Source: an optimization exercise on an open RTL-to-GDS flow (aim: small area and a short achievable clock period). Production flows keep margins and buffers that such runs may drop. In this exercise RTL edits were held to simulation tests only and were not proved equivalent to the original. Power is estimated from default activity; no workload was simulated.

==> flow/design.v <==
module decode_stage_pipe #(
  parameter int unsigned DATA_WIDTH  = 32,
  parameter int unsigned INSTRUCTION = 32,
  parameter int unsigned ALU_CONTROL = 4,
  parameter int unsigned NUM_REGS    = 32
) (
  input  logic                   clk,
  input  logic                   rst,
  input  logic                   flush,
  input  logic                   in_valid,
  output logic                   in_ready,
  input  logic [INSTRUCTION-1:0] in_instr,
  input  logic                   wb_en,
  input  logic [4:0]             wb_rd,
  input  logic [DATA_WIDTH-1:0]  wb_data,
  output logic                   out_valid,
  input  logic                   out_ready,
  output logic [ALU_CONTROL-1:0] out_alu_control,
  output logic [DATA_WIDTH-1:0]  out_opa,
  output logic [DATA_WIDTH-1:0]  out_opb,
  output logic [DATA_WIDTH-1:0]  out_store_data,
  output logic [4:0]             out_rd,
  output logic                   out_reg_write,
  output logic                   out_load,
  output logic                   out_store,
  output logic                   out_mem_en,
  output logic [1:0]             out_mem_to_reg,
  output logic                   out_illegal
);
  localparam logic [3:0] ALU_ADD = 4'b0000, ALU_SUB = 4'b0001, ALU_SLL = 4'b0010,
                         ALU_SLT = 4'b0011, ALU_SLTU = 4'b0100, ALU_XOR = 4'b0101,
                         ALU_SRL = 4'b0110, ALU_SRA = 4'b0111, ALU_OR = 4'b1000,
                         ALU_AND = 4'b1001;
  localparam logic [6:0] OP_R = 7'b0110011, OP_I = 7'b0010011, OP_L = 7'b0000011,
                         OP_S = 7'b0100011, OP_LUI = 7'b0110111;
  logic [31:0] regs [1:31];
  logic [31:1] written;
  logic [4:0]  rs1, rs2;
  assign rs1 = in_instr[19:15];
  assign rs2 = in_instr[24:20];
  logic [7:0] wpre_lo;
  logic [3:0] wpre_hi;
  always_comb begin
    for (int j = 0; j < 8; j++) wpre_lo[j] = (wb_rd[2:0] == 3'(j));
    for (int j = 0; j < 4; j++) wpre_hi[j] = wb_en && (wb_rd[4:3] == 2'(j));
  end
  logic [31:1] wr_set;
  for (genvar i = 1; i < 32; i++) begin : g_wrd
    decode_stage_pipe_and2 u_wd (.a(wpre_lo[i % 8]), .b(wpre_hi[i / 8]), .y(wr_set[i]));
  end
  always_ff @(posedge clk or negedge rst) begin
    if (!rst) written <= '0;
    else      written <= written | wr_set;
  end
  logic [31:1] we_lo, we_hi;
  logic [31:0] regs_d [1:31];
  for (genvar i = 1; i < 32; i++) begin : g_wr
    decode_stage_pipe_and2 u_wlo (.a(wpre_lo[i % 8]), .b(wpre_hi[i / 8]), .y(we_lo[i]));
    decode_stage_pipe_and2 u_whi (.a(wpre_lo[i % 8]), .b(wpre_hi[i / 8]), .y(we_hi[i]));
    for (genvar b = 0; b < 32; b++) begin : g_bit
      if (b < 16) begin : g_lo
        decode_stage_pipe_ld u_ld (.q(regs[i][b]), .keep(!we_lo[i]), .d(wb_data[b]),
                                   .ld(we_lo[i]), .y(regs_d[i][b]));
      end else begin : g_hi
        decode_stage_pipe_ld u_ld (.q(regs[i][b]), .keep(!we_hi[i]), .d(wb_data[b]),
                                   .ld(we_hi[i]), .y(regs_d[i][b]));
      end
    end
  end
  always_ff @(posedge clk) begin
    for (int i = 1; i < 32; i++) regs[i] <= regs_d[i];
  end
  logic [31:1] sel1, sel2;
  logic [31:0] rs1_val, rs2_val;
  always_comb begin
    for (int i = 1; i < 32; i++) begin
      sel1[i] = (rs1 == 5'(i)) && written[i];
      sel2[i] = (rs2 == 5'(i)) && written[i];
    end
  end
  for (genvar b = 0; b < 32; b++) begin : g_rd
    logic [31:1] col;
    for (genvar i = 1; i < 32; i++) begin : g_col
      assign col[i] = regs[i][b];
    end
    decode_stage_pipe_rdbit u_rd1 (.sel(sel1), .d(col), .y(rs1_val[b]));
    decode_stage_pipe_rdbit u_rd2 (.sel(sel2), .d(col), .y(rs2_val[b]));
  end
  logic [6:0] opcode;
  logic [2:0] fun3;
  logic       bit30;
  logic       is_r, is_i, is_l, is_s, is_lui, is_ill;
  logic [3:0] dec_alu;
  logic [31:0] dec_opa;
  logic       rs1_used, rs2_used;
  assign opcode = in_instr[6:0];
  assign fun3   = in_instr[14:12];
  assign bit30  = in_instr[30];
  assign is_r   = (opcode == OP_R);
  assign is_i   = (opcode == OP_I);
  assign is_l   = (opcode == OP_L);
  assign is_s   = (opcode == OP_S);
  assign is_lui = (opcode == OP_LUI);
  assign is_ill = !(is_r || is_i || is_l || is_s || is_lui);
  assign rs1_used = is_r || is_i || is_l || is_s;
  assign rs2_used = is_r || is_s;
  always_comb begin
    dec_alu = ALU_ADD;
    if (is_r || is_i) begin
      unique case (fun3)
        3'b000: dec_alu = (is_r && bit30) ? ALU_SUB : ALU_ADD;
        3'b001: dec_alu = ALU_SLL;
        3'b010: dec_alu = ALU_SLT;
        3'b011: dec_alu = ALU_SLTU;
        3'b100: dec_alu = ALU_XOR;
        3'b101: dec_alu = bit30 ? ALU_SRA : ALU_SRL;
        3'b110: dec_alu = ALU_OR;
        3'b111: dec_alu = ALU_AND;
      endcase
    end
  end
  assign dec_opa = rs1_val;   
  logic [31:0] imm;
  always_comb begin
    imm = '0;
    if (is_i || is_l)  imm = {{20{in_instr[31]}}, in_instr[31:20]};
    else if (is_s)     imm = {{20{in_instr[31]}}, in_instr[31:25], in_instr[11:7]};
    else if (is_lui)   imm = {in_instr[31:12], 12'b0};
  end
  logic        valid_q, load_q, store_q, illegal_q;
  logic [3:0]  alu_q;
  logic [31:0] opa_q, opb_q, sdata_q;
  logic [4:0]  rd_q;
  logic        stall, free, accept;
  assign stall    = valid_q && load_q && (rd_q != 5'd0) &&
                    (((rd_q == rs1) && rs1_used) || ((rd_q == rs2) && rs2_used));
  assign free     = !valid_q || out_ready;
  logic hz_q;
  always_ff @(posedge clk or negedge rst) begin
    if (!rst)             hz_q <= 1'b0;
    else if (flush)       hz_q <= 1'b0;
    else if (accept)      hz_q <= is_l && (in_instr[11:7] != 5'd0);
    else if (out_ready)   hz_q <= 1'b0;
  end
  decode_stage_pipe_rdy u_rdy (.rs1(rs1), .rs2(rs2), .opcode(opcode), .rd(rd_q), .hz(hz_q),
                               .blk(flush || !free), .rdy(in_ready));
  assign accept   = in_valid && free && !stall && !flush;
  always_ff @(posedge clk or negedge rst) begin
    if (!rst)             valid_q <= 1'b0;
    else if (flush)       valid_q <= 1'b0;
    else if (accept)      valid_q <= 1'b1;
    else if (out_ready)   valid_q <= 1'b0;
  end
  localparam int unsigned FW = 4 + 32 + 32 + 5 + 3;
  logic [FW-1:0] fld_q, fld_d, fld_in, fld_ld;
  logic [31:0]   opb_d, opb_imm;
  logic          ld_r;
  assign fld_in = {dec_alu, dec_opa, rs2_val, in_instr[11:7], is_l, is_s, is_ill};
  assign fld_ld = {{4{free}}, {32{free && !is_lui}}, {(FW-36){free}}};
  for (genvar b = 0; b < FW; b++) begin : g_fld
    decode_stage_pipe_ld u_ld (.q(fld_q[b]), .keep(!free), .d(fld_in[b]), .ld(fld_ld[b]),
                               .y(fld_d[b]));
  end
  assign ld_r    = free && is_r;
  assign opb_imm = imm & {32{free && !is_r}};
  for (genvar b = 0; b < 32; b++) begin : g_opb
    decode_stage_pipe_ld2 u_ld (.q(opb_q[b]), .keep(!free), .d(rs2_val[b]), .ld(ld_r),
                                .c(opb_imm[b]), .y(opb_d[b]));
  end
  always_ff @(posedge clk) begin
    fld_q <= fld_d;
    opb_q <= opb_d;
  end
  assign {alu_q, opa_q, sdata_q, rd_q, load_q, store_q, illegal_q} = fld_q;
  assign out_valid       = valid_q;
  assign out_alu_control = alu_q;
  assign out_opa         = opa_q;
  assign out_opb         = opb_q;
  assign out_store_data  = sdata_q;
  assign out_rd          = rd_q;
  assign out_reg_write   = !(store_q || illegal_q);
  assign out_load        = load_q;
  assign out_store       = store_q;
  assign out_mem_en      = load_q || store_q;
  assign out_mem_to_reg  = {1'b0, load_q};
  assign out_illegal     = illegal_q;
endmodule
module decode_stage_pipe_rdbit (
  input  logic [31:1] sel,
  input  logic [31:1] d,
  output logic        y
);
  logic [10:0] n;
  for (genvar g = 0; g < 10; g++) begin : g_aoi
    decode_stage_pipe_aoi3 u_aoi (.s(sel[3*g+3:3*g+1]), .d(d[3*g+3:3*g+1]), .yn(n[g]));
  end
  assign n[10] = !(sel[31] && d[31]);
  logic [2:0] m;
  decode_stage_pipe_nand4 u_m0 (.a(n[3:0]), .y(m[0]));
  decode_stage_pipe_nand4 u_m1 (.a(n[7:4]), .y(m[1]));
  decode_stage_pipe_nand3 u_m2 (.a(n[10:8]), .y(m[2]));
  assign y = |m;
endmodule
module decode_stage_pipe_nand4 (
  input  logic [3:0] a,
  output logic       y
);
  assign y = !(&a);
endmodule
module decode_stage_pipe_nand3 (
  input  logic [2:0] a,
  output logic       y
);
  assign y = !(&a);
endmodule
module decode_stage_pipe_aoi3 (
  input  logic [2:0] s,
  input  logic [2:0] d,
  output logic       yn
);
  assign yn = !(|(s & d));
endmodule
module decode_stage_pipe_ld (
  input  logic q,
  input  logic keep,
  input  logic d,
  input  logic ld,
  output logic y
);
  assign y = (q && keep) || (d && ld);
endmodule
module decode_stage_pipe_ld2 (
  input  logic q,
  input  logic keep,
  input  logic d,
  input  logic ld,
  input  logic c,
  output logic y
);
  assign y = (q && keep) || (d && ld) || c;
endmodule
module decode_stage_pipe_rdy (
  input  logic [4:0] rs1,
  input  logic [4:0] rs2,
  input  logic [6:0] opcode,
  input  logic [4:0] rd,
  input  logic       hz,
  input  logic       blk,
  output logic       rdy
);
  logic [4:0] e1, e2;
  logic       a1, b1, a2, b2, t, nu1, nu2, m1, m2;
  for (genvar k = 0; k < 5; k++) begin : g_eq
    decode_stage_pipe_xnor2 u_e1 (.a(rs1[k]), .b(rd[k]), .y(e1[k]));
    decode_stage_pipe_xnor2 u_e2 (.a(rs2[k]), .b(rd[k]), .y(e2[k]));
  end
  decode_stage_pipe_nand3 u_a1 (.a({e1[2:0]}), .y(a1));
  decode_stage_pipe_nand3 u_b1 (.a({e1[4:3], hz}), .y(b1));
  decode_stage_pipe_nand3 u_a2 (.a({e2[2:0]}), .y(a2));
  decode_stage_pipe_nand3 u_b2 (.a({e2[4:3], hz}), .y(b2));
  decode_stage_pipe_nor3  u_t  (.a({opcode[6], opcode[3], opcode[2]}), .y(t));
  decode_stage_pipe_nand3 u_u1 (.a({t, opcode[1], opcode[0]}), .y(nu1));
  decode_stage_pipe_nand4 u_u2 (.a({t, opcode[1], opcode[0], opcode[5]}), .y(nu2));
  decode_stage_pipe_nor3  u_m1 (.a({a1, b1, nu1}), .y(m1));
  decode_stage_pipe_nor3  u_m2 (.a({a2, b2, nu2}), .y(m2));
  decode_stage_pipe_nor3  u_r  (.a({m1, m2, blk}), .y(rdy));
endmodule
module decode_stage_pipe_xnor2 (
  input  logic a,
  input  logic b,
  output logic y
);
  assign y = !(a ^ b);
endmodule
module decode_stage_pipe_nor3 (
  input  logic [2:0] a,
  output logic       y
);
  assign y = !(|a);
endmodule
module decode_stage_pipe_and2 (
  input  logic a,
  input  logic b,
  output logic y
);
  assign y = a && b;
endmodule
==> flow/flow/run.sh <==
#!/bin/bash
set -o pipefail
export BUFFER_PORTS_ARGS="-buffer_cell sky130_fd_sc_hd__buf_2"
cp standard.sh standard_copy.log 2>/dev/null
bash standard.sh > standard.log 2>&1
==> flow/standard.sh <==
#!/bin/bash
# synth_recipe.tcl (not shown) runs the flow's synth.tcl, then flattens the netlist and writes it again
# the make line also repeats each setting of config.mk as NAME=value (left out here)
make -C /OpenROAD-flow-scripts/flow DESIGN_CONFIG=/design/flow/config.mk WORK_HOME=/design/flow/orfs CLKGATE_MAP_FILE= SYNTH_SCRIPT=/design/flow/synth_recipe.tcl "${@:-finish}"
==> flow/config.mk <==
export PLATFORM = sky130hd
export DESIGN_NAME = decode_stage_pipe
export DESIGN_NICKNAME = decode_stage_pipe
export VERILOG_FILES = /design/flow/design.v
export SDC_FILE = /design/flow/constraint.sdc
export NUM_CORES = 4
export LEC_CHECK = 0
export CAP_MARGIN = 20
export CORE_MARGIN = 2
export CORE_UTILIZATION = 60
export CTS_BUF_LIST = sky130_fd_sc_hd__clkbuf_8
export CTS_CLUSTER_DIAMETER = 60
export CTS_CLUSTER_SIZE = 14
export SETUP_SLACK_MARGIN = 2.1
export SLEW_MARGIN = 20
export SYNTH_HIERARCHICAL = 1
export TNS_END_PERCENT = 100
==> flow/constraint.sdc <==
create_clock -name core_clock -period 5.0 [get_ports {clk}]
set_input_delay 1.0000 -clock core_clock [delete_from_list [all_inputs] [get_ports {clk}]]
set_output_delay 1.0000 -clock core_clock [all_outputs]
set_load 0.01 [all_outputs]
==> impl_metrics.tcl, run 1 <==
set metrics [dict create \
    status "no timing/DRC/antenna violations" \
    initial_core_util 0.606 \
    ys_warn_count 10 \
    cp_max_fo 8 \
    fmax_mhz 327 \
    io-pin-count 189 \
    viasPerCell 8.89 \
    placeableCoreArea_mm2 0.0715 \
    antenna_found_initial 11 \
    cap_viol_max_count 0 \
    drc 0 \
    clock_path_buffers 3 \
    io_buffers 187 \
    finalSetupTns_ps 0 \
    grt_pass1_vias 41400 \
    finalHoldViolCount 0 \
    synth_top_cell_area_share 0.508 \
    hp-class "in -> async" \
    vias 44900 \
    finalCritPeriodShare 0.612 \
    fillers 5349 \
    ys_types 44 \
    skew_ps 35.2 \
    crit_slowest_cell "nand4_1" \
    synthFlopType "dfxtp_1" \
    place_congestion 1.01 \
    dr.pass1.iters 13 \
    avgSynthCellArea_um2 11.9 \
    critPathLaunchType "input port" \
    yosysTopAreaCell "dfxtp_1" \
    nets 4149 \
    globalRouteOverflowTotal 0 \
    dp_slack_ps 904 \
    die_area_mm2 0.0743 \
    rows 98 \
    ir_drop_mv 0.291 \
    utilization 0.682 \
    dp_hpwl_mm 115 \
    routed_wl_mm 205 \
    hold_ws_ps 327 \
    ys_seq_area_frac 0.528 \
    wl_per_cell_um 40.6 \
    final.min_clock_period_ps 3060 \
    maxSlewHeadroom 0.271 \
    powerDensity_mw_per_mm2 414 \
    cts_max_level 3 \
    drive_gt1_frac 0.145 \
    die_h_um 273 \
    worstMarginPinSlew_ps 1090 \
    r2r_slack_ps 2090 \
    syn_nets 3714 \
    postRouteAntennaNets 0 \
    yosys_register_bits 1133 \
    gr-usage-all-layers 0.504 \
    cts.sinks 1133 \
    arrival_ps 3720 \
    grt_max_degree 61 \
    ctsRootBufferMaster "clkbuf_8" \
    path_cells "buf_4 -> nor2b_4 -> and2_4 -> and3_4 -> a222oi_1 -> nand4_1 -> or3_1 -> a22o_1" \
    required_ps 5660 \
    synth_area_mm2 0.0433 \
    setup_slack_ps 1940 \
    rsz0062_at_grt "true" \
    crit_type "in -> reg" \
    slowest_delay_ps 630 \
    clkLatencyLatePin_ps 780 \
    end_kind "flip-flop" \
    maxSlewViolCount 0 \
    cts_tree "done" \
    synthTopCellsByArea "dfxtp_1 (51%), a22o_1 (22%), a222oi_1 (15%)" \
    setup_violations 0 \
    cts_made_buffers 92 \
    p_leak_nw 19.2 \
    async_flop_share 0.0291 \
    syn_inst 3639 \
    synth_edf_count 0 \
    die_x_um 273 \
    cts.clk_slew.worst_paths_ps 90 \
    area_growth_pct 12.6 \
    grt_pass1_wl_mm 280 \
    detail_route.iter0.violations 11400 \
]
[per-module statistics from Yosys (local to each module, per instance), a selection]
module	cell area, um^2	flops+latches	cells inside
decode_stage_pipe_rdbit	10.0	0	2
decode_stage_pipe_nand3	5.00	0	1
decode_stage_pipe_xnor2	8.76	0	1
decode_stage_pipe	24700	1133	1466
decode_stage_pipe_nor3	10.0	0	1
decode_stage_pipe_ld2	10.0	0	1
decode_stage_pipe_and2	6.26	0	1
decode_stage_pipe_aoi3	10.0	0	1
decode_stage_pipe_nand4	6.26	0	1
decode_stage_pipe_ld	8.76	0	1
[cell type report]
type                    instances  area (um^2)  share of cell area
clock buffers                  98         1350              0.0277
multi-input cells            2456        20800               0.427
flip-flops and latches       1133        22900               0.469
repair buffers                326         2190              0.0449
inverters                      65          256             0.00526
clock inverters                16         78.8             0.00162
well taps                     950         1190              0.0244
diodes                          6         15.0            0.000308
[timing repair]
| item | in CTS | in global routing |
|---|---|---|
| resized for setup | 55 | 81 |
| hold buffers | 0 | 0 |
| gates cloned | 7 | 24 |
| setup buffers | 5 | 36 |
| setup endpoints to repair | 96 | 95 |
| pin swaps | 25 | 65 |
[registers in the layout (all words and copies together) (netlist names)]
| register | flops |
|---|---|
| regs | 992 |
| fld_q | 76 |
| opb_q | 32 |
| written | 31 |
| hz_q | 1 |
| valid_q | 1 |
[placed cells by master, fill, tap and decap left out, drive strengths merged, types with 2 or more instances in the layout]
cell type / n
a211oi: 3
a21oi: 4
a221o: 32
a222oi: 640
a22o: 1068
and2: 105
and3: 94
and3b: 4
buf: 318
clkbuf: 105
clkinv: 3
clkinvlp: 2
dfrtp: 33
dfxtp: 1100
diode: 6
inv: 76
mux2i: 5
nand2: 114
nand2b: 2
nand3: 71
nand4: 130
nor2: 21
nor2b: 10
nor3: 11
nor3b: 7
nor4: 4
nor4b: 4
o21ai: 2
or2: 32
or3: 65
xnor2: 20
[metal layers]
layer	vias to the layer above	track usage	routed length, um
met3	1339	0.202	39200
met4	18	0.352	19800
met1	21200	0.630	66500
met2	5135	0.706	79200
li1	17200	-	-
met5	-	0.00193	143
[report_power, final]
part           switching [W]  leakage [nW]  total [W]  internal (W)
clock                0.00304         0.776    0.00480       0.00176
sequential           0.00155          9.52     0.0123        0.0108
combinational        0.00132          8.92    0.00305       0.00173
total                0.00591          19.2     0.0202        0.0143
[final timing paths]
path                         startpoint           to  depth (start not counted)
hold reg to reg               fld_q[10]    fld_q[10]                          1
hold / removal                      rst  written[18]                          1
max in group asynchronous           rst      valid_q                          1
min in group core_clock           flush      valid_q                          2
setup / recovery           in_instr[18]    fld_q[70]                          8
setup reg to reg                valid_q    opb_q[22]                          8
[cells by family after synthesis]
| group | share of synthesized area |
|---|---|
| AOI/OAI and AO/OA | 0.374 |
| DFF | 0.528 |
| xor gates and xnor gates | 0.00404 |
| other | 0.0000866 |
| muxes | 0.00116 |
| buffers and inverters | 0.00771 |
| and+or+nand+nor | 0.0859 |
[per-stage QoR]
| stage | total power, W | instance area [um^2] | instances |
|---|---|---|---|
| CTS | 0.0198 | 48000 | 4984 |
| global placement | 0.0149 | 46200 | 4858 |
| floorplan | 0.0139 | 43400 | 3639 |
| global route | 0.0207 | 48800 | 5046 |
| finish | 0.0202 | 48800 | 5050 |
| detailed placement | 0.0152 | 46200 | 4858 |
[critical path, delay by kind of cell]
kind | cells | cell delay, ps
and+or+nand+nor | 5 | 1870
buffers and inverters | 1 | 170
AOI/OAI and AO/OA | 2 | 660
[synthesized netlist by cell type, types with 4 or more instances]
library cell  instances
a21oi_1               4
a221o_1              32
a222oi_1            640
a22o_1             1068
and2_1              104
and3_1               66
and3b_1               4
buf_2                 4
dfrtp_1              33
dfxtp_1            1100
inv_1                64
mux2i_1               5
nand2_1             114
nand3_1              71
nand4_1             130
nor2_1               21
nor2b_1              10
nor3_1                7
nor3_2                4
nor3b_1               7
nor4_1                4
or2_2                32
or3_1                65
xnor2_1              20
==> run 2: changes to the inputs <==
--- a/flow/design.v
+++ b/flow/design.v
@@ -144,3 +144,7 @@
   end
-  decode_stage_pipe_rdy u_rdy (.rs1(rs1), .rs2(rs2), .opcode(opcode), .rd(rd_q), .hz(hz_q),
+  logic [4:0] hrd_q;
+  always_ff @(posedge clk) begin
+    if (accept) hrd_q <= in_instr[11:7];
+  end
+  decode_stage_pipe_rdy u_rdy (.rs1(rs1), .rs2(rs2), .opcode(opcode), .rd(hrd_q), .hz(hz_q),
                                .blk(flush || !free), .rdy(in_ready));
==> impl_metrics.tcl, run 2 <==
set metrics [dict create \
    crit_type "in -> reg" \
    final_cells 5111 \
    synth_top_cell_area_share 0.507 \
    met3_usage 0.284 \
    drc 0 \
    gr-usage-all-layers 0.534 \
    worstPathBufferInverterCount 2 \
    setup_violations 0 \
    grt_max_degree 36 \
    die_area_mm2 0.0746 \
    synthTopCellsByCount "dfxtp_1 (1100), a22o_1 (1068), a222oi_1 (640), nand4_1 (129), nand2_1 (111)" \
    grt_util_met1 0.661 \
    path_delay_family "simple AND/OR/NAND/NOR gates" \
    syn_inst 3644 \
    rows 98 \
    dp_hpwl_mm 128 \
    io-pin-count 189 \
    cts_made_buffers 92 \
    viasPerCell 8.92 \
    hp-class "in -> async" \
    path_cells "buf_2 -> nor2b_2 -> and3_4 -> buf_4 -> a222oi_1 -> nand4_1 -> or3_1 -> a22o_1" \
    finalSetupTns_ps 0 \
    reg.largest.list "regs x992, fld_q x76, opb_q x32" \
    area_growth_pct 13.8 \
    antenna_found_initial 27 \
    crit_slowest_cell "or3_1" \
    grtUsageMet2 0.727 \
    rsz0062_at_grt "true" \
    yosys_register_bits 1138 \
    worstMarginPinSlew_ps 1140 \
    vias 45600 \
    syn_nets 3719 \
    final_cell_mix "dfxtp_1 (1100), a22o_1 (1068), a222oi_1 (640)" \
    ys_seq_area_frac 0.529 \
    cts_max_level 3 \
    critPathLaunchType "input port" \
    drive_gt1_frac 0.155 \
    avgSynthCellArea_um2 11.9 \
    nets 4193 \
    yosysTopAreaCell "dfxtp_1" \
    ctsRootBufferMaster "clkbuf_8" \
    ys_types 50 \
    final.min_clock_period_ps 3200 \
    finalCritPeriodShare 0.640 \
    cts_tree "done" \
    io_buffers 187 \
    fmax_mhz 312 \
    grt_pass1_wl_mm 294 \
    synth_area_mm2 0.0435 \
    ir_drop_mv 0.319 \
    p_leak_nw 19.5 \
    cap_viol_max_count 0 \
    postRouteAntennaNets 0 \
    initial_core_util 0.607 \
    ys_warn_count 10 \
    status "no timing/DRC/antenna violations" \
    end_kind "flip-flop" \
    slowest_delay_ps 550 \
    dp_cells 4910 \
    async_flop_share 0.0290 \
    arrival_ps 3880 \
    holdBufCountCts 0 \
    synthTopCellsByArea "dfxtp_1 (51%), a22o_1 (22%), a222oi_1 (15%)" \
    routed_wl_mm 214 \
    largest_reg_flops 992 \
    placeableCoreArea_mm2 0.0716 \
    skew_ps 50.1 \
    synthFlopType "dfxtp_1" \
    busiest_layer "met2" \
    die_x_um 273 \
    clock_path_buffers 3 \
    globalRouteOverflowTotal 0 \
    maxSlewHeadroom 0.237 \
    finalHoldViolCount 0 \
    grt_pass1_vias 41300 \
    maxSlewViolCount 0 \
    place_congestion 1.09 \
    final_common_cell "dfxtp_1" \
    cp_max_fo 16 \
    wl_per_cell_um 41.8 \
    detail_route.iter0.violations 13400 \
    powerDensity_mw_per_mm2 417 \
    clkLatencyLatePin_ps 820 \
    regMostFlops "regs" \
    required_ps 5680 \
    cts.sinks 1138 \
    dr.pass1.iters 28 \
    yosysMostFrequentCell "dfxtp_1" \
    synth_edf_count 5 \
    die_h_um 273 \
    cts.clk_slew.worst_paths_ps 90 \
]
## run 2: changes by cell type after synthesis, moves of 3 or more
cell / change
xnor2_1: -9
xor2_1: +9
edfxtp_1: +5
buf_6: +3
nand2_1: -3
nand2b_1: +3
## run 2: kinds of logic (layout without fill, tap and decap cells)
| family | Yosys count | after routing | synth area share |
|---|---|---|---|
| compound gates | 1754 | 1754 | 0.372 |
| mux | 6 | 6 | 0.00141 |
| flops | 1138 | 1138 | 0.529 |
| buf+inv | 80 | 562 | 0.00835 |
| simple gates | 645 | 660 | 0.0847 |
| xor+xnor | 20 | 20 | 0.00403 |
| other cells | 1 | 21 | 0.0000863 |
## run 2: worst register-to-register path: stages, from the launching register on
cell,delay [ps]
dfrtp_1,550
and3_4,380
buf_4,250
a222oi_1,510
nand4_1,540
or3_1,550
a22o_1,210
## run 2: through the flow
stage | worst slack, ps | utilization | instance area (um^2) | hold WS (ps) | total power [W]
after global placement | 792 | 0.652 | 46700 | 456 | 0.0152
after CTS | 2020 | 0.681 | 48700 | 341 | 0.0201
after global routing | 1920 | 0.690 | 49400 | 374 | 0.0211
after floorplan | 1150 | - | 43600 | 442 | 0.0140
after detailed placement | 772 | 0.652 | 46700 | 464 | 0.0154
final | 1800 | 0.691 | 49500 | 330 | 0.0206
## run 2: final timing paths
path	from	end	slack, ps	cells past startpoint
worst max-delay path	in_instr[16]	fld_q[60]	1800	8
worst min-delay path	rst	valid_q	330	1
min in group core_clock	flush	valid_q	390	2
max in group asynchronous	rst	valid_q	4050	1
worst max register to register	written[10]	fld_q[60]	1910	6
worst min register to register	fld_q[24]	fld_q[24]	490	1
## run 2: modules after synthesis (local to each module, per instance), excerpt
module | cells inside | area, um^2
decode_stage_pipe_rdbit | 2 | 10.0
decode_stage_pipe_ld2 | 1 | 10.0
decode_stage_pipe_aoi3 | 1 | 10.0
decode_stage_pipe_nor3 | 1 | 10.0
decode_stage_pipe_xnor2 | 1 | 8.76
decode_stage_pipe_nand3 | 1 | 5.00
decode_stage_pipe_and2 | 1 | 6.26
decode_stage_pipe_nand4 | 1 | 6.26
decode_stage_pipe_ld | 1 | 8.76
decode_stage_pipe | 1471 | 24900
## run 2: layout make-up
type	count	area, um^2
clock inverter	21	151
sequential	1138	23000
fill	5363	22200
timing repair buffer	380	2820
tap	950	1190
clock buffer	96	1320
antenna	20	50.0
timing repair inverter	1	5.00
multi-input combinational	2441	20700
inverter	64	244
## run 2: where the power goes
| part | switching, W | internal (W) | leakage, nW |
|---|---|---|---|
| combinational | 0.00141 | 0.00175 | 9.18 |
| clock | 0.00313 | 0.00180 | 0.795 |
| sequential | 0.00169 | 0.0108 | 9.56 |
| total | 0.00623 | 0.0144 | 19.5 |
## run 2: metal layers
| metal | part of all wire | wire (um) |
|---|---|---|
| met5 | 0.0035 | 752 |
| met4 | 0.093 | 19800 |
| met3 | 0.20 | 42900 |
| met2 | 0.38 | 81200 |
| met1 | 0.32 | 69200 |
## run 2: repair_timing
item,CTS,global route
resized for setup,95,60
setup endpoints to repair,97,74
buffers inserted,11,28
gates cloned,15,10
pin swaps,37,49
==> run 3: changes to the inputs <==
--- a/flow/config.mk
+++ b/flow/config.mk
@@ -13,5 +13,5 @@
 export CTS_CLUSTER_SIZE = 14
-export SETUP_SLACK_MARGIN = 2.1
+export SETUP_SLACK_MARGIN = 3.0
 export SLEW_MARGIN = 20
 export SYNTH_HIERARCHICAL = 1
-export TNS_END_PERCENT = 100
+export TNS_END_PERCENT = 0
==> impl_metrics.tcl, run 3 <==
set metrics [dict create \
    status "no timing/DRC/antenna violations" \
    critPathLaunch "in_instr[21]" \
    fin_area_mm2 0.0490 \
    io-pin-count 189 \
    reg.largest.list "regs x992, fld_q x76, opb_q x32" \
    yosysTopAreaCell "dfxtp_1" \
    synthTopCellsByArea "dfxtp_1 (51%), a22o_1 (22%), a222oi_1 (15%)" \
    dp_slack_ps 741 \
    async_flop_share 0.0290 \
    drive_gt1_frac 0.149 \
    syn_inst 3644 \
    io_buffers 187 \
    area_growth_pct 12.8 \
    cts.sinks 1138 \
    initial_core_util 0.607 \
    antenna_found_initial 19 \
    yosys.area_share.simple 0.0847 \
    dp_cells 4930 \
    dr.pass1.iters 19 \
    cts.clk_slew.worst_paths_ps 100 \
    fmax_mhz 310 \
    critPathLaunchType "input port" \
    detail_route.iter0.violations 11800 \
    grt_pass1_vias 40200 \
    crit_end "opb_q[26]" \
    synth_top_family_by_area "compound AO/OA/AOI/OAI gates" \
    hp-class "in -> async" \
    powerDensity_mw_per_mm2 412 \
    grt_pass1_wl_mm 275 \
    muxShareOfSynthArea 0.00141 \
    synth_compound_area_frac 0.372 \
    ys_warn_count 10 \
    synth-xor-area-share 0.00403 \
    r2r_slack_ps 2020 \
    regMostFlops "regs" \
    cp_max_fo 9 \
    wl_per_cell_um 38.2 \
    routed_wl_mm 194 \
    synthTopCellsByCount "dfxtp_1 (1100), a22o_1 (1068), a222oi_1 (640), nand4_1 (129), nand2_1 (111)" \
    r2r-end "opb_q[26]" \
    cts_tree "done" \
    reg2reg_from "written[21]" \
    largest_reg_flops 992 \
    finalHoldViolCount 0 \
    synthAdderAreaFrac 0 \
    synth_edf_count 5 \
    setup_violations 0 \
    nets 4185 \
    cts_max_level 3 \
    arrival_ps 3870 \
    yosys_register_bits 1138 \
    p_leak_nw 19.4 \
    syn_nets 3719 \
    final_common_cell "dfxtp_1" \
    synthFlopType "dfxtp_1" \
    required_ps 5640 \
    total_power_w 0.0202 \
    place_area_mm2 0.0468 \
    place_congestion 1.05 \
    finalSetupTns_ps 0 \
    crit_type "in -> reg" \
    die_x_um 273 \
    rr_worst_depth 6 \
    grt_max_degree 88 \
    final.min_clock_period_ps 3220 \
    ctsRootBufferMaster "clkbuf_8" \
    synth_top_cell_area_share 0.507 \
    placeableCoreArea_mm2 0.0716 \
    vias 44000 \
    synth_area_mm2 0.0435 \
    cap_viol_max_count 0 \
    final_cell_mix "dfxtp_1 (1100), a22o_1 (1068), a222oi_1 (640)" \
    ir_drop_mv 0.283 \
    gr-usage-all-layers 0.494 \
    globalRouteOverflowTotal 0 \
    ys_seq_area_frac 0.529 \
    worstMarginPinSlew_ps 1150 \
    yosysMostFrequentCell "dfxtp_1" \
    drc 0 \
    ys_types 50 \
    clkLatencyLatePin_ps 780 \
    finalCritPeriodShare 0.644 \
    clock_path_buffers 3 \
    final_cells 5088 \
    rsz0062_at_grt "true" \
    avgSynthCellArea_um2 11.9 \
    setup_slack_ps 1780 \
    maxSlewViolCount 0 \
    die_area_mm2 0.0746 \
    die_h_um 273 \
    skew_ps 45.6 \
    maxSlewHeadroom 0.232 \
    end_kind "flip-flop" \
    postRouteAntennaNets 0 \
    cts_made_buffers 92 \
    rows 98 \
    dp_hpwl_mm 124 \
    viasPerCell 8.66 \
]
-- run 3: cell count changes in the layout (fill, tap and decap cells not counted), sizes merged --
cell	previous run	this run
and3	83	68
buf	370	380
diode	20	11
inv	77	71
clkbuf	103	101
clkinvlp	5	3
nand2b	4	6
bufinv	1	0
-- run 3: cell type report --
cell class | count | area (um^2)
tap | 950 | 1190
multi-input combinational | 2428 | 20500
inverter | 64 | 244
timing repair buffer | 386 | 2720
sequential | 1138 | 23000
antenna | 11 | 27.5
clock inverter | 13 | 63.8
fill | 5373 | 22600
clock buffer | 98 | 1350
-- run 3: worst min-delay path by stage --
stage	slack (ps)	end	start	depth (start not counted)
after global placement	460	written[13]	written[13]	1
after detailed placement	470	written[13]	written[13]	1
after CTS	360	valid_q	rst	1
after global routing	380	valid_q	rst	1
final	340	valid_q	rst	1
after floorplan	440	written[10]	written[10]	1
-- run 3: timing repair --
item / in CTS / in global routing
gates resized for setup: 99 / 49
gates cloned: 5 / 1
hold buffers: 0 / 0
pin swaps: 32 / 31
setup buffers: 18 / 12
endpoints found under the setup margin: 1122 / 1170
-- run 3: metrics by stage --
stage / utilization / hold slack, ps
floorplan: - / 443
global route: 0.685 / 376
CTS: 0.681 / 360
global placement: 0.653 / 459
detailed placement: 0.653 / 466
finish: 0.685 / 339
-- run 3: Yosys stat by module (local to each module, per instance), a selection --
module	flops+latches	times used	area, um^2
decode_stage_pipe_nor3	0	4	10.0
decode_stage_pipe_and2	0	93	6.26
decode_stage_pipe_nand4	0	129	6.26
decode_stage_pipe_rdbit	0	64	10.0
decode_stage_pipe_aoi3	0	640	10.0
decode_stage_pipe_nand3	0	69	5.00
decode_stage_pipe_ld	0	1068	8.76
decode_stage_pipe	1138	1	24900
decode_stage_pipe_xnor2	0	10	8.76
decode_stage_pipe_ld2	0	32	10.0
-- run 3: cells by family after synthesis --
group           Yosys count
simple gates            645
mux                       6
buf+inv                  80
flops                  1138
other cells               1
xor+xnor                 20
compound gates         1754
-- run 3: power breakdown --
part | leakage [nW] | switching [W] | total, W | internal [W]
Sequential | 9.57 | 0.00147 | 0.0123 | 0.0108
Clock | 0.760 | 0.00305 | 0.00481 | 0.00176
Combinational | 9.08 | 0.00136 | 0.00310 | 0.00174
Total | 19.4 | 0.00587 | 0.0202 | 0.0143
-- run 3: per-layer routing --
layer / global-route usage / share of wire / up-vias
li1: - / - / 17300
met1: 0.640 / 0.35 / 21100
met2: 0.693 / 0.40 / 4670
met3: 0.217 / 0.19 / 985
met4: 0.249 / 0.069 / 22
met5: 0.0257 / 0.0012 / -
-- run 3: critical path, cell delays in order --
cell and delay [ps]:
buf_6 130, nor2b_1 150, buf_4 160, and3_4 240, a222oi_1 710, nand4_1 570
or3_4 590, a221o_1 290

-- static timing again, ports no longer ideal --
The results above use ideal ports. As a check the final layouts listed here were re-extracted and re-timed, cells and wires unchanged.
Step 1, drivers: a clkbuf_16 drives clk and a buf_2 each remaining input, both assumed.
Step 2 also shifts input and output timing later by t, the mid clock arrival at the registers, as if the neighbouring blocks saw the same clock.
a / b / c = no drivers / after step 1 / after step 2; a / b = the first two.
| run | t (ns) | setup WS [ns] | latest minus earliest clock arrival (ns) |
|---|---|---|---|
| run 1 | 0.837 | 1.938 / 1.905 / 1.068 | 0.038 / 0.038 |
| run 2 | 0.863 | 1.800 / 1.843 / 0.980 | 0.057 / 0.057 |
| run 3 | 0.830 | 1.778 / 1.801 / 0.971 | 0.047 / 0.047 |
After both steps every run listed still meets setup and hold. For run 1, which loses most, drivers alone change the setup slack by -0.033 ns; drivers and shift together by -0.870 ns.
